What follows belongs to an exercise in optimizing a design on an open flow for small area; a production flow would make more cautious choices.
In this exercise RTL edits were held to simulation tests only and were not proved equivalent to the original.
Power is estimated from default activity; no workload was simulated.

Setup of juniper:
Design reorder_buffer_commit_retire_unit, start of the top module:
module reorder_buffer_commit_retire_unit (
    input  wire          i_clk,
    input  wire          i_rst_n,
    input  wire          start,
    output wire          busy,
    input  wire [35:0]   i_cmd,
    output wire          o_done,
    output wire [101:0]  o_result,
    input  wire          i_cfg_we,
    input  wire [1:0]    i_cfg_index,
    input  wire [6:0]    i_cfg_data
);
    localparam [2:0] S_IDLE = 3'd0;
    localparam [2:0] S_W    = 3'd1;
    localparam [2:0] S_2    = 3'd2;
    localparam [2:0] S_3    = 3'd3;
    localparam [2:0] S_FIN  = 3'd4;
    wire [2:0] mode  = i_cmd[35:33];
    wire [5:0] slot  = i_cmd[32:27];
    wire       uopz  = (i_cmd[10:7] == 4'd0);
    wire [6:0] req   = i_cmd[6:0];
    wire m_alloc  = (mode == 3'd0);
    wire m_pop    = (mode == 3'd1);
    wire m_commit = (mode == 3'd2);
    wire m_retire = (mode == 3'd3);
    wire m_flush  = (mode == 3'd4);
    wire m_query  = (mode == 3'd5);
    reg  [5:0]  rot;
    reg  [63:0] mk;           
    reg  [63:0] uz;           
    reg  [31:0] ops, ins;     
    reg         c_ops, c_ins, p_ops, p_ins, clr;
    reg  [5:0]  head, commit, tail;
    reg         cf, uf;       
    reg  [6:0]  cap;
    reg         roc, sim;
    reg  [2:0]  st;
    reg         fs, fd;       
    reg  [6:0]  cnt;
    reg  [1:0]  status;
    reg  [1:0]  kd;           
    reg         can;
    reg         done;
    wire [5:0] rot_n  = rot + 6'd1;
    wire       k0     = (rot[4:0] == 5'd0);
    wire       k31    = (rot[4:0] == 5'd31);
    wire       eqS    = (rot == slot);
    wire       eqH    = (rot == head);
    wire       eqC    = (rot == commit);
    wire       eqT    = (rot == tail);
    wire [5:0] tail_m1 = tail - 6'd1;
    wire [5:0] unc_lo  = tail - commit;
    wire [5:0] com_lo  = commit - head;
    wire       unc_zero  = !uf && (unc_lo == 6'd0);
    wire       all_empty = unc_zero && !cf && (com_lo == 6'd0);
    wire       full      = eqH && !all_empty;           
    wire       ready  = (st == S_FIN) && k31 && !p_ops && !p_ins;
    wire       acc    = start && ready;
    assign busy   = !ready;
    assign o_done = done;
    reg        mk_in, uz_in;
    reg [2:0]  st_n;
  ...
make LEC_CHECK=0 CAP_MARGIN=20 CORE_MARGIN=2 CORE_UTILIZATION=40 CTS_BUF_LIST=sky130_fd_sc_hd__clkbuf_4 SLEW_MARGIN=20 finish   # period 5.0 ns
run.sh (not shown) runs the stock make flow with config.mk's settings and CLKGATE_MAP_FILE= SYNTH_SCRIPT=/design/flow/synth_recipe.tcl, a recipe that flattens the netlist after the stock synthesis.
Input changes introduced in xenon (baseline for comparison: juniper):
- swapping sky130_fd_sc_hd__clkbuf_4 for sky130_fd_sc_hd__clkbuf_2 in CTS_BUF_LIST
- putting CTS_CLUSTER_SIZE at 30 where nothing was set
--- outcome ---
juniper did not stop at any stage, and its layout met the timing, DRC and antenna checks.
xenon: all stages complete, timing, DRC and antenna checks passed
| highest clock rate | xenon vs juniper | better |
juniper has a higher part of the total power dissipated in the clock network than xenon.
The total global-route track usage was comparable across xenon and juniper.
Shortest clock period the worst path allows after layout ends up higher on juniper.
Status: layout net count parity (xenon, juniper)
[compare] base=juniper new=xenon: final clock period utilization by the worst path went down 1.4 points, first-pass iteration count of the detailed router has increased, total power after layout decreased 320 uW, met1 track demand over resource in global routing ~0 delta.
The following lists how willow was set up differently from xenon:
- CTS_BUF_LIST: sky130_fd_sc_hd__clkbuf_2 -> unset
- CTS_CLUSTER_SIZE: 30 -> unset
==> flow/flow/run.sh (new file) <==
#!/bin/bash
# Standard layout, with the ports buffered by the smallest buffer and a leaner clock tree.
set -euo pipefail
export BUFFER_PORTS_ARGS="-buffer_cell sky130_fd_sc_hd__buf_1"
export CTS_ARGS="-sink_clustering_enable -repair_clock_nets -dont_use_dummy_load -buf_list sky130_fd_sc_hd__clkbuf_8"
bash standard.sh > standard.log 2>&1
==> flow/standard.sh (new file) <==
#!/bin/bash
# synth_recipe.tcl (not shown) runs the flow's synth.tcl, then flattens the netlist and writes it again
# the make line also repeats each setting of config.mk as NAME=value (left out here)
make -C /OpenROAD-flow-scripts/flow DESIGN_CONFIG=/design/flow/config.mk WORK_HOME=/design/flow/orfs CLKGATE_MAP_FILE= SYNTH_SCRIPT=/design/flow/synth_recipe.tcl "${@:-finish}"
removed: flow/run.sh
[summary]
Re total length of routed wires: willow is about 3.5% down on xenon. Relative to xenon, overall power has decreased by 3.5% in willow. Combinational share of power, xenon and willow: smaller value in willow. Against xenon, final cell count in willow fell by a few percent. Relative to xenon, the power attributed to the clock group measured on willow has increased by a few percent. willow supports a higher top clock frequency than xenon. Diff xenon..willow | sequential power | negligible.

## separate check: timing with driven ports
The flow's constraints put no driver on any port. The routed layouts listed below were extracted and timed again, unchanged, in two steps. Step 1 sets driving cells, clkbuf_16 on the clock port and buf_2 on the other inputs (assumed; they add their load-dependent delay and slew). Step 2 moves the port delays by t, midway between the first and last clock arrival at a register: inputs arrive t later, outputs are due t later. That takes back most of the time a late clock gives input paths. Three values: ideal, step 1, step 2; two values: the first two.
run | shift t [ns] | slack for setup (ns) | worst setup path after step 2 | worst slew at a driven data input, ns
juniper | 0.702 | 0.258 / 0.219 / 0.917 | input to register | 0.07
xenon | 0.809 | 0.330 / 0.292 / 0.942 | input to register | 0.06
willow | 0.538 | 0.659 / 0.621 / 1.159 | register to output | 0.06
After both steps setup and hold are still met in every run listed.
